From an optimization exercise on the open Yosys and OpenROAD flow, aimed at small area and a short achievable clock period; shortcuts taken in it are not production practice. Function was checked by simulation only, so behaviour that the tests miss may differ from the original. Power and IR drop assume default switching activity.

==> run H <==
==> flow/design.v <==
package pam4_pkg;
    typedef logic [1:0] symbol_t;
    typedef logic signed [8-1:0] sample_t;
    typedef logic signed [6-1:0] noise_t;
endpackage
`timescale 1ns/100ps
module chan_comb (
    input  logic s0,
    input  logic s1,
    input  logic p0,
    input  logic p1,
    input  logic n0,
    input  logic n1,
    input  logic n2,
    input  logic n3,
    input  logic n4,
    input  logic n5,
    output logic x0,
    output logic x1,
    output logic x2,
    output logic x3,
    output logic x4,
    output logic x5,
    output logic x6,
    output logic x7
);
    logic new_n19, new_n20, new_n21, new_n22, new_n23, new_n24, new_n25, new_n26, new_n27, new_n28, new_n29, new_n30, new_n31, new_n32, new_n33, new_n35, new_n37, new_n39, new_n40, new_n41, new_n42, new_n43, new_n44, new_n45, new_n46, new_n48, new_n49, new_n50, new_n51, new_n52, new_n53, new_n55, new_n56, new_n57, new_n58, new_n59, new_n60, new_n61, new_n62, new_n63, new_n64, new_n65, new_n67, new_n68, new_n69, new_n70, new_n71, new_n72, new_n73, new_n74, new_n75, new_n76, new_n77, new_n78, new_n79, new_n80, new_n81, new_n82;
    assign new_n19 = ~n2 & ~n3;
    assign new_n20 = s0 & p1;
    assign new_n21 = s1 & ~n5;
    assign new_n22 = p0 & n4;
    assign new_n23 = new_n21 & new_n22;
    assign new_n24 = new_n20 & new_n23;
    assign new_n25 = ~new_n19 & new_n24;
    assign new_n26 = n2 & n3;
    assign new_n27 = ~s0 & ~p1;
    assign new_n28 = ~s1 & n5;
    assign new_n29 = ~p0 & ~n4;
    assign new_n30 = new_n28 & new_n29;
    assign new_n31 = new_n27 & new_n30;
    assign new_n32 = ~new_n26 & new_n31;
    assign new_n33 = n0 & ~new_n32;
    assign x0 = new_n25 | new_n33;
    assign new_n35 = n1 & ~new_n32;
    assign x1 = new_n25 | new_n35;
    assign new_n37 = n2 & ~new_n24;
    assign x2 = ~new_n31 & ~new_n37;
    assign new_n39 = ~p0 & ~new_n26;
    assign new_n40 = ~new_n31 & new_n39;
    assign new_n41 = ~new_n19 & new_n40;
    assign new_n42 = p0 & ~new_n19;
    assign new_n43 = ~new_n40 & ~new_n42;
    assign new_n44 = ~new_n24 & ~new_n43;
    assign new_n45 = ~new_n26 & new_n44;
    assign new_n46 = p0 & ~new_n45;
    assign x3 = new_n41 | new_n46;
    assign new_n48 = ~new_n20 & ~new_n27;
    assign new_n49 = ~n4 & ~new_n48;
    assign new_n50 = n4 & new_n48;
    assign new_n51 = ~new_n49 & ~new_n50;
    assign new_n52 = new_n43 & ~new_n51;
    assign new_n53 = new_n44 & new_n51;
    assign x4 = ~new_n52 & ~new_n53;
    assign new_n55 = ~new_n21 & ~new_n28;
    assign new_n56 = n4 & ~new_n39;
    assign new_n57 = ~new_n42 & ~new_n56;
    assign new_n58 = new_n55 & new_n57;
    assign new_n59 = ~new_n55 & ~new_n57;
    assign new_n60 = ~new_n58 & ~new_n59;
    assign new_n61 = new_n20 & x4;
    assign new_n62 = new_n27 & ~x4;
    assign new_n63 = ~new_n61 & ~new_n62;
    assign new_n64 = new_n60 & ~new_n63;
    assign new_n65 = ~new_n60 & new_n63;
    assign x5 = ~new_n64 & ~new_n65;
    assign new_n67 = ~s1 & ~new_n20;
    assign new_n68 = s1 & ~new_n27;
    assign new_n69 = ~new_n67 & ~new_n68;
    assign new_n70 = ~n5 & ~new_n39;
    assign new_n71 = n5 & ~new_n42;
    assign new_n72 = n4 & ~new_n71;
    assign new_n73 = ~new_n70 & ~new_n72;
    assign new_n74 = ~new_n69 & ~new_n73;
    assign new_n75 = s1 & ~new_n20;
    assign new_n76 = ~new_n27 & ~new_n75;
    assign new_n77 = new_n73 & new_n76;
    assign new_n78 = ~new_n74 & ~new_n77;
    assign new_n79 = ~x5 & ~new_n78;
    assign new_n80 = new_n69 & new_n73;
    assign new_n81 = new_n74 & new_n76;
    assign new_n82 = ~new_n80 & ~new_n81;
    assign x6 = new_n79 | ~new_n82;
    assign x7 = new_n67 | new_n80;
endmodule
module isi_channel (
    input  logic                clk,
    input  logic                rstn,
    input  logic                symbol_valid,
    input  pam4_pkg::symbol_t   symbol,
    input  pam4_pkg::noise_t    noise,
    output logic                sample_valid,
    output pam4_pkg::sample_t   sample_level
);
    pam4_pkg::symbol_t prev_symbol;
    pam4_pkg::sample_t level_sat;
    chan_comb i_chan_comb (
        .s0 (symbol[0]), .s1 (symbol[1]), .p0 (prev_symbol[0]), .p1 (prev_symbol[1]),
        .n0 (noise[0]), .n1 (noise[1]), .n2 (noise[2]), .n3 (noise[3]), .n4 (noise[4]), .n5 (noise[5]),
        .x0 (level_sat[0]), .x1 (level_sat[1]), .x2 (level_sat[2]), .x3 (level_sat[3]),
        .x4 (level_sat[4]), .x5 (level_sat[5]), .x6 (level_sat[6]), .x7 (level_sat[7])
    );
    always_ff @(posedge clk) begin
        sample_valid <= rstn & symbol_valid;
        if (!rstn) begin
            prev_symbol <= 2'd1;
        end else if (symbol_valid) begin
            prev_symbol <= symbol;
        end
    end
    always_ff @(posedge clk) begin
        if (symbol_valid) begin
            sample_level <= level_sat;
        end
    end
endmodule
`timescale 1ns/100ps
module dfe_comb (
    input  logic x0,
    input  logic x1,
    input  logic x2,
    input  logic x3,
    input  logic x4,
    input  logic x5,
    input  logic x6,
    input  logic x7,
    input  logic d0,
    input  logic d1,
    output logic y0,
    output logic y1
);
    logic new_n13, new_n14, new_n15, new_n16, new_n17, new_n18, new_n19, new_n20, new_n21, new_n22, new_n23, new_n24, new_n25, new_n26, new_n27, new_n28, new_n29, new_n30, new_n31, new_n32, new_n33, new_n34, new_n35, new_n36, new_n37, new_n38, new_n39, new_n40, new_n41, new_n42, new_n43, new_n44, new_n45, new_n47;
    assign new_n13 = ~x0 & ~x1;
    assign new_n14 = x2 & ~new_n13;
    assign new_n15 = ~x3 & d0;
    assign new_n16 = ~new_n14 & new_n15;
    assign new_n17 = ~x4 & new_n16;
    assign new_n18 = x5 & ~new_n17;
    assign new_n19 = x3 & new_n14;
    assign new_n20 = ~x4 & ~new_n19;
    assign new_n21 = ~d0 & ~new_n20;
    assign new_n22 = ~x6 & ~new_n21;
    assign new_n23 = ~new_n18 & new_n22;
    assign new_n24 = d1 & new_n23;
    assign new_n25 = ~d1 & ~new_n23;
    assign new_n26 = x4 & ~d0;
    assign new_n27 = new_n19 & new_n26;
    assign new_n28 = ~x6 & ~new_n27;
    assign new_n29 = x5 & ~new_n28;
    assign new_n30 = ~x4 & d0;
    assign new_n31 = x6 & ~new_n30;
    assign new_n32 = ~new_n16 & new_n31;
    assign new_n33 = ~new_n29 & ~new_n32;
    assign new_n34 = ~new_n25 & new_n33;
    assign new_n35 = ~new_n24 & new_n34;
    assign new_n36 = ~x7 & ~new_n35;
    assign new_n37 = x6 & ~new_n17;
    assign new_n38 = x5 & ~new_n22;
    assign new_n39 = ~new_n37 & ~new_n38;
    assign new_n40 = ~x5 & ~new_n27;
    assign new_n41 = new_n32 & ~new_n40;
    assign new_n42 = d1 & ~new_n41;
    assign new_n43 = ~d1 & new_n41;
    assign new_n44 = ~new_n42 & ~new_n43;
    assign new_n45 = ~new_n39 & new_n44;
    assign y0 = new_n36 | new_n45;
    assign new_n47 = x7 & ~new_n43;
    assign y1 = ~new_n24 & ~new_n47;
endmodule
module dfe_detector (
    input  logic                clk,
    input  logic                rstn,
    input  logic                sample_valid,
    input  pam4_pkg::sample_t   sample_level,
    output logic                decision_valid,
    output pam4_pkg::symbol_t   decision_symbol
);
    logic [1:0] dec;
    dfe_comb i_dfe_comb (
        .x0 (sample_level[0]), .x1 (sample_level[1]), .x2 (sample_level[2]), .x3 (sample_level[3]),
        .x4 (sample_level[4]), .x5 (sample_level[5]), .x6 (sample_level[6]), .x7 (sample_level[7]),
        .d0 (decision_symbol[0]), .d1 (decision_symbol[1]),
        .y0 (dec[0]), .y1 (dec[1])
    );
    always_ff @(posedge clk) begin
        decision_valid <= rstn & sample_valid;
        if (!rstn) begin
            decision_symbol <= 2'd1;
        end else if (sample_valid) begin
            decision_symbol <= dec;
        end
    end
endmodule
`timescale 1ns/100ps
module pam4_link (
    input  logic        clk,
    input  logic        rstn,
    input  logic        symbol_valid,
    input  logic [1:0]  symbol,
    input  logic [5:0]  noise,
    output logic        sample_valid,
    output logic [7:0]  sample_level,
    output logic        decision_valid,
    output logic [1:0]  decision_symbol
);
    isi_channel i_isi_channel (
        .clk          (clk),
        .rstn         (rstn),
        .symbol_valid (symbol_valid),
        .symbol       (symbol),
        .noise        (noise),
        .sample_valid (sample_valid),
        .sample_level (sample_level)
    );
    dfe_detector i_dfe_detector (
        .clk             (clk),
        .rstn            (rstn),
        .sample_valid    (sample_valid),
        .sample_level    (sample_level),
        .decision_valid  (decision_valid),
        .decision_symbol (decision_symbol)
    );
endmodule
==> flow/flow/run.sh <==
#!/bin/bash
# Own layout flow: the standard flow (standard.sh) with three changes.
#  1. The technology-mapping abc call of the standard synthesis script uses flow/map.abc,
#     an area-oriented mapping script, instead of ORFS's abc script. Everything else in
#     synthesis (registers, their names and cells, flattening, renaming) is the standard flow's own.
#  2. No half/full adder cell extraction: abc maps all combinational logic.
#  3. Port buffers are plain buf_1 cells rather than the delay cells buffer_ports picks.
# The make output goes to make_finish.log; ORFS keeps each tool's log under orfs/logs.
set -euo pipefail
WORK=$(pwd)
FLOWDIR=$(cd "$(dirname "${BASH_SOURCE[0]}")" && pwd)
export OWN_ABC_SCRIPT=$FLOWDIR/map.abc
{
  echo 'proc abc {args} {'
  echo '  set i [lsearch -exact $args -script]'
  echo '  if {$i >= 0} { lset args [expr {$i + 1}] $::env(OWN_ABC_SCRIPT) }'
  echo '  yosys abc {*}$args'
  echo '}'
  cat "$WORK/synth_recipe.tcl"
} > "$WORK/own_synth.tcl"
export CTS_ARGS="-sink_clustering_enable -repair_clock_nets -dont_use_dummy_load -sink_clustering_size 50 -sink_clustering_max_diameter 500"
export BUFFER_PORTS_ARGS="-inputs -outputs -buffer_cell sky130_fd_sc_hd__buf_1"
bash standard.sh SYNTH_SCRIPT="$WORK/own_synth.tcl" ADDER_MAP_FILE= finish > make_finish.log 2>&1
==> flow/flow/map.abc <==
strash
dch
map -D 900
topo
==> flow/standard.sh <==
#!/bin/bash
# synth_recipe.tcl (not shown) runs the flow's synth.tcl, then flattens the netlist and writes it again
# the make line also repeats each setting of config.mk as NAME=value (left out here)
make -C /OpenROAD-flow-scripts/flow DESIGN_CONFIG=/design/flow/config.mk WORK_HOME=/design/flow/orfs CLKGATE_MAP_FILE= SYNTH_SCRIPT=/design/flow/synth_recipe.tcl "${@:-finish}"
==> flow/config.mk <==
export PLATFORM = sky130hd
export DESIGN_NAME = pam4_link
export DESIGN_NICKNAME = pam4_link
export VERILOG_FILES = /design/flow/design.v
export SDC_FILE = /design/flow/constraint.sdc
export NUM_CORES = 4
export LEC_CHECK = 0
export CAP_MARGIN = 20
export CORE_AREA = 2.5 2.5 62.5 62.5
export DIE_AREA = 0 0 65 65
export SLEW_MARGIN = 20
==> flow/constraint.sdc <==
create_clock -name core_clock -period 13.0 [get_ports {clk}]
set_input_delay 2.6000 -clock core_clock [delete_from_list [all_inputs] [get_ports {clk}]]
set_output_delay 2.6000 -clock core_clock [all_outputs]
set_load 0.01 [all_outputs]
==> inputs of run D, as changes to run H <==
--- a/flow/flow/run.sh
+++ b/flow/flow/run.sh
@@ -19,5 +19,5 @@
   cat "$WORK/synth_recipe.tcl"
 } > "$WORK/own_synth.tcl"
-export CTS_ARGS="-sink_clustering_enable -repair_clock_nets -dont_use_dummy_load -sink_clustering_size 50 -sink_clustering_max_diameter 500"
+export CTS_ARGS="-sink_clustering_enable -repair_clock_nets -dont_use_dummy_load"
 export BUFFER_PORTS_ARGS="-inputs -outputs -buffer_cell sky130_fd_sc_hd__buf_1"
-bash standard.sh SYNTH_SCRIPT="$WORK/own_synth.tcl" ADDER_MAP_FILE= finish > make_finish.log 2>&1
+bash standard.sh SYNTH_SCRIPT="$WORK/own_synth.tcl" ADDER_MAP_FILE= SETUP_SLACK_MARGIN=9.1 finish > make_finish.log 2>&1
==> flow/flow/map.abc (replaced) <==
&get -n
&st
&dch
&nf -D 900
&put
topo
==> inputs of run R, as changes to run H <==
--- a/flow/flow/run.sh
+++ b/flow/flow/run.sh
@@ -19,5 +19,5 @@
   cat "$WORK/synth_recipe.tcl"
 } > "$WORK/own_synth.tcl"
-export CTS_ARGS="-sink_clustering_enable -repair_clock_nets -dont_use_dummy_load -sink_clustering_size 50 -sink_clustering_max_diameter 500"
+export CTS_ARGS="-sink_clustering_enable -repair_clock_nets -dont_use_dummy_load -sink_clustering_size 30 -sink_clustering_max_diameter 200 -buf_list sky130_fd_sc_hd__clkbuf_8 -root_buf sky130_fd_sc_hd__clkbuf_8"
 export BUFFER_PORTS_ARGS="-inputs -outputs -buffer_cell sky130_fd_sc_hd__buf_1"
 bash standard.sh SYNTH_SCRIPT="$WORK/own_synth.tcl" ADDER_MAP_FILE= finish > make_finish.log 2>&1
==> comparison <==
Of run H and run D, run H has the higher clock power (gap about 3%, measured against run D).
Synthesized area is the same in run R and run H.
The highest fmax belongs to run H, the lowest to run D.
The highest routed wire length belongs to run D, the lowest to run H.


==> v12 <==
// pam4_link: RTL as listed in full above, without the edits since
==> flow/config.mk <==
export PLATFORM = sky130hd
export DESIGN_NAME = pam4_link
export DESIGN_NICKNAME = pam4_link
export VERILOG_FILES = /design/flow/design.v
export SDC_FILE = /design/flow/constraint.sdc
export NUM_CORES = 4
export LEC_CHECK = 0
export CAP_MARGIN = 20
export CORE_AREA = 2.5 2.5 62.5 62.5
export DIE_AREA = 0 0 65 65
export SLEW_MARGIN = 20
==> flow/constraint.sdc <==
create_clock -name core_clock -period 13.0 [get_ports {clk}]
set_input_delay 2.6000 -clock core_clock [delete_from_list [all_inputs] [get_ports {clk}]]
set_output_delay 2.6000 -clock core_clock [all_outputs]
set_load 0.01 [all_outputs]
standard.sh (not shown) runs the stock make flow with config.mk's settings and CLKGATE_MAP_FILE= SYNTH_SCRIPT=/design/flow/synth_recipe.tcl, a recipe that flattens the netlist after the stock synthesis.
==> flow/flow/run.sh <==
#!/bin/bash
# Own layout flow: the standard flow (standard.sh) with three changes.
#  1. The technology-mapping abc call of the standard synthesis script uses flow/map.abc,
#     an area-oriented mapping script, instead of ORFS's abc script. Everything else in
#     synthesis (registers, their names and cells, flattening, renaming) is the standard flow's own.
#  2. No half/full adder cell extraction: abc maps all combinational logic.
#  3. Port buffers are plain buf_1 cells rather than the delay cells buffer_ports picks.
# The make output goes to make_finish.log; ORFS keeps each tool's log under orfs/logs.
set -euo pipefail
WORK=$(pwd)
FLOWDIR=$(cd "$(dirname "${BASH_SOURCE[0]}")" && pwd)
export OWN_ABC_SCRIPT=$FLOWDIR/map.abc
{
  echo 'proc abc {args} {'
  echo '  set i [lsearch -exact $args -script]'
  echo '  if {$i >= 0} { lset args [expr {$i + 1}] $::env(OWN_ABC_SCRIPT) }'
  echo '  yosys abc {*}$args'
  echo '}'
  cat "$WORK/synth_recipe.tcl"
} > "$WORK/own_synth.tcl"
export CTS_ARGS="-sink_clustering_enable -repair_clock_nets -dont_use_dummy_load"
export BUFFER_PORTS_ARGS="-inputs -outputs -buffer_cell sky130_fd_sc_hd__buf_1"
bash standard.sh SYNTH_SCRIPT="$WORK/own_synth.tcl" ADDER_MAP_FILE= SETUP_SLACK_MARGIN=9.25 finish > make_finish.log 2>&1
==> flow/flow/map.abc <==
strash
dch
map -D 900
topo
==> v37 (differences from v12) <==
==> flow/flow/run.sh (replaced) <==
#!/bin/bash
# Own layout flow: the standard flow (standard.sh), run whole, with these changes.
#  1. Synthesis is the standard script (synth_recipe.tcl) except for its technology-mapping
#     abc call, which runs flow/map.abc (strash; dch; map -D 900) instead of ORFS's abc script.
#     Registers, their names and cells, flattening and renaming are the standard synthesis's.
#  2. No half/full adder cell extraction (ADDER_MAP_FILE empty): abc maps all the logic.
#  3. Port buffers are buf_1 cells rather than the delay cells buffer_ports picks by default.
#  4. CTS without dummy loads (-dont_use_dummy_load); otherwise ORFS's default CTS arguments.
#  5. repair_timing aims for a setup margin of 9.1 ns (SETUP_SLACK_MARGIN), so it also sizes
#     up the few gates on the slowest input-to-register paths. The SDC and clock period are
#     the standard flow's, unchanged.
# The make output goes to make_finish.log; ORFS keeps each tool's own log under orfs/logs.
set -euo pipefail
WORK=$(pwd)
FLOWDIR=$(cd "$(dirname "${BASH_SOURCE[0]}")" && pwd)
export OWN_ABC_SCRIPT=$FLOWDIR/map.abc
{
  echo 'proc abc {args} {'
  echo '  set i [lsearch -exact $args -script]'
  echo '  if {$i >= 0} { lset args [expr {$i + 1}] $::env(OWN_ABC_SCRIPT) }'
  echo '  yosys abc {*}$args'
  echo '}'
  cat "$WORK/synth_recipe.tcl"
} > "$WORK/own_synth.tcl"
export CTS_ARGS="-sink_clustering_enable -repair_clock_nets -dont_use_dummy_load"
export BUFFER_PORTS_ARGS="-inputs -outputs -buffer_cell sky130_fd_sc_hd__buf_1"
bash standard.sh SYNTH_SCRIPT="$WORK/own_synth.tcl" ADDER_MAP_FILE= SETUP_SLACK_MARGIN=9.1 finish > make_finish.log 2>&1
--- a/flow/config.mk
+++ b/flow/config.mk
@@ -9,3 +9,4 @@
 export CORE_AREA = 2.5 2.5 62.5 62.5
 export DIE_AREA = 0 0 65 65
+export PLACE_DENSITY = 0.85
 export SLEW_MARGIN = 20
==> v33 (differences from v12) <==
--- a/flow/flow/run.sh
+++ b/flow/flow/run.sh
@@ -19,5 +19,5 @@
   cat "$WORK/synth_recipe.tcl"
 } > "$WORK/own_synth.tcl"
-export CTS_ARGS="-sink_clustering_enable -repair_clock_nets -dont_use_dummy_load"
+export CTS_ARGS="-repair_clock_nets -dont_use_dummy_load"
 export BUFFER_PORTS_ARGS="-inputs -outputs -buffer_cell sky130_fd_sc_hd__buf_1"
-bash standard.sh SYNTH_SCRIPT="$WORK/own_synth.tcl" ADDER_MAP_FILE= SETUP_SLACK_MARGIN=9.25 finish > make_finish.log 2>&1
+bash standard.sh SYNTH_SCRIPT="$WORK/own_synth.tcl" ADDER_MAP_FILE= finish > make_finish.log 2>&1
==> comparison <==
- In die area, v12 and v37 do not differ.
- Clock-buffer cell count is the same in v37 and v33.
- Sequential power is about the same in v33 and v37.
- In flip-flop and latch count, v12 and v37 do not differ.
- In v33 the total power is lower than in v37, by about 0.4%.
- The lowest routed wire length belongs to v33, the highest to v12.

-- static timing again, ports no longer ideal --
The flow's constraints put no driver on any port. The routed layouts listed below were extracted and timed again, unchanged, in two steps.
Step 1 assumes that a clkbuf_16 drives the clock port and a buf_2 every other input.
Step 2 moves the port delays by t, midway between the first and last clock arrival at a register: inputs arrive t later, outputs are due t later. That takes back most of the time a late clock gives input paths.
Slacks: no drivers / after step 1 / after step 2; pairs: no drivers / after step 1.
run	shift t [ns]	setup WS [ns]	slew at the worst register clock pin (ns)	worst data-port slew with drivers (ns)	cell pins on the clock port's net
run H	0.289	9.139 / 9.133 / 8.844	0.08 / 0.08	0.03	1
run D	0.283	8.948 / 8.933 / 8.650	0.08 / 0.08	0.05	1
run R	0.261	9.099 / 9.095 / 8.834	0.05 / 0.05	0.03	1
v12	0.287	9.342 / 9.343 / 9.056	0.08 / 0.08	0.05	1
v37	0.286	9.258 / 9.257 / 8.971	0.09 / 0.09	0.03	1
v33	0.289	9.139 / 9.133 / 8.844	0.08 / 0.08	0.03	1
After both steps setup and hold are still met in every run listed. For run D, which loses most, drivers alone change the setup slack by -0.015 ns; drivers and shift together by -0.298 ns.
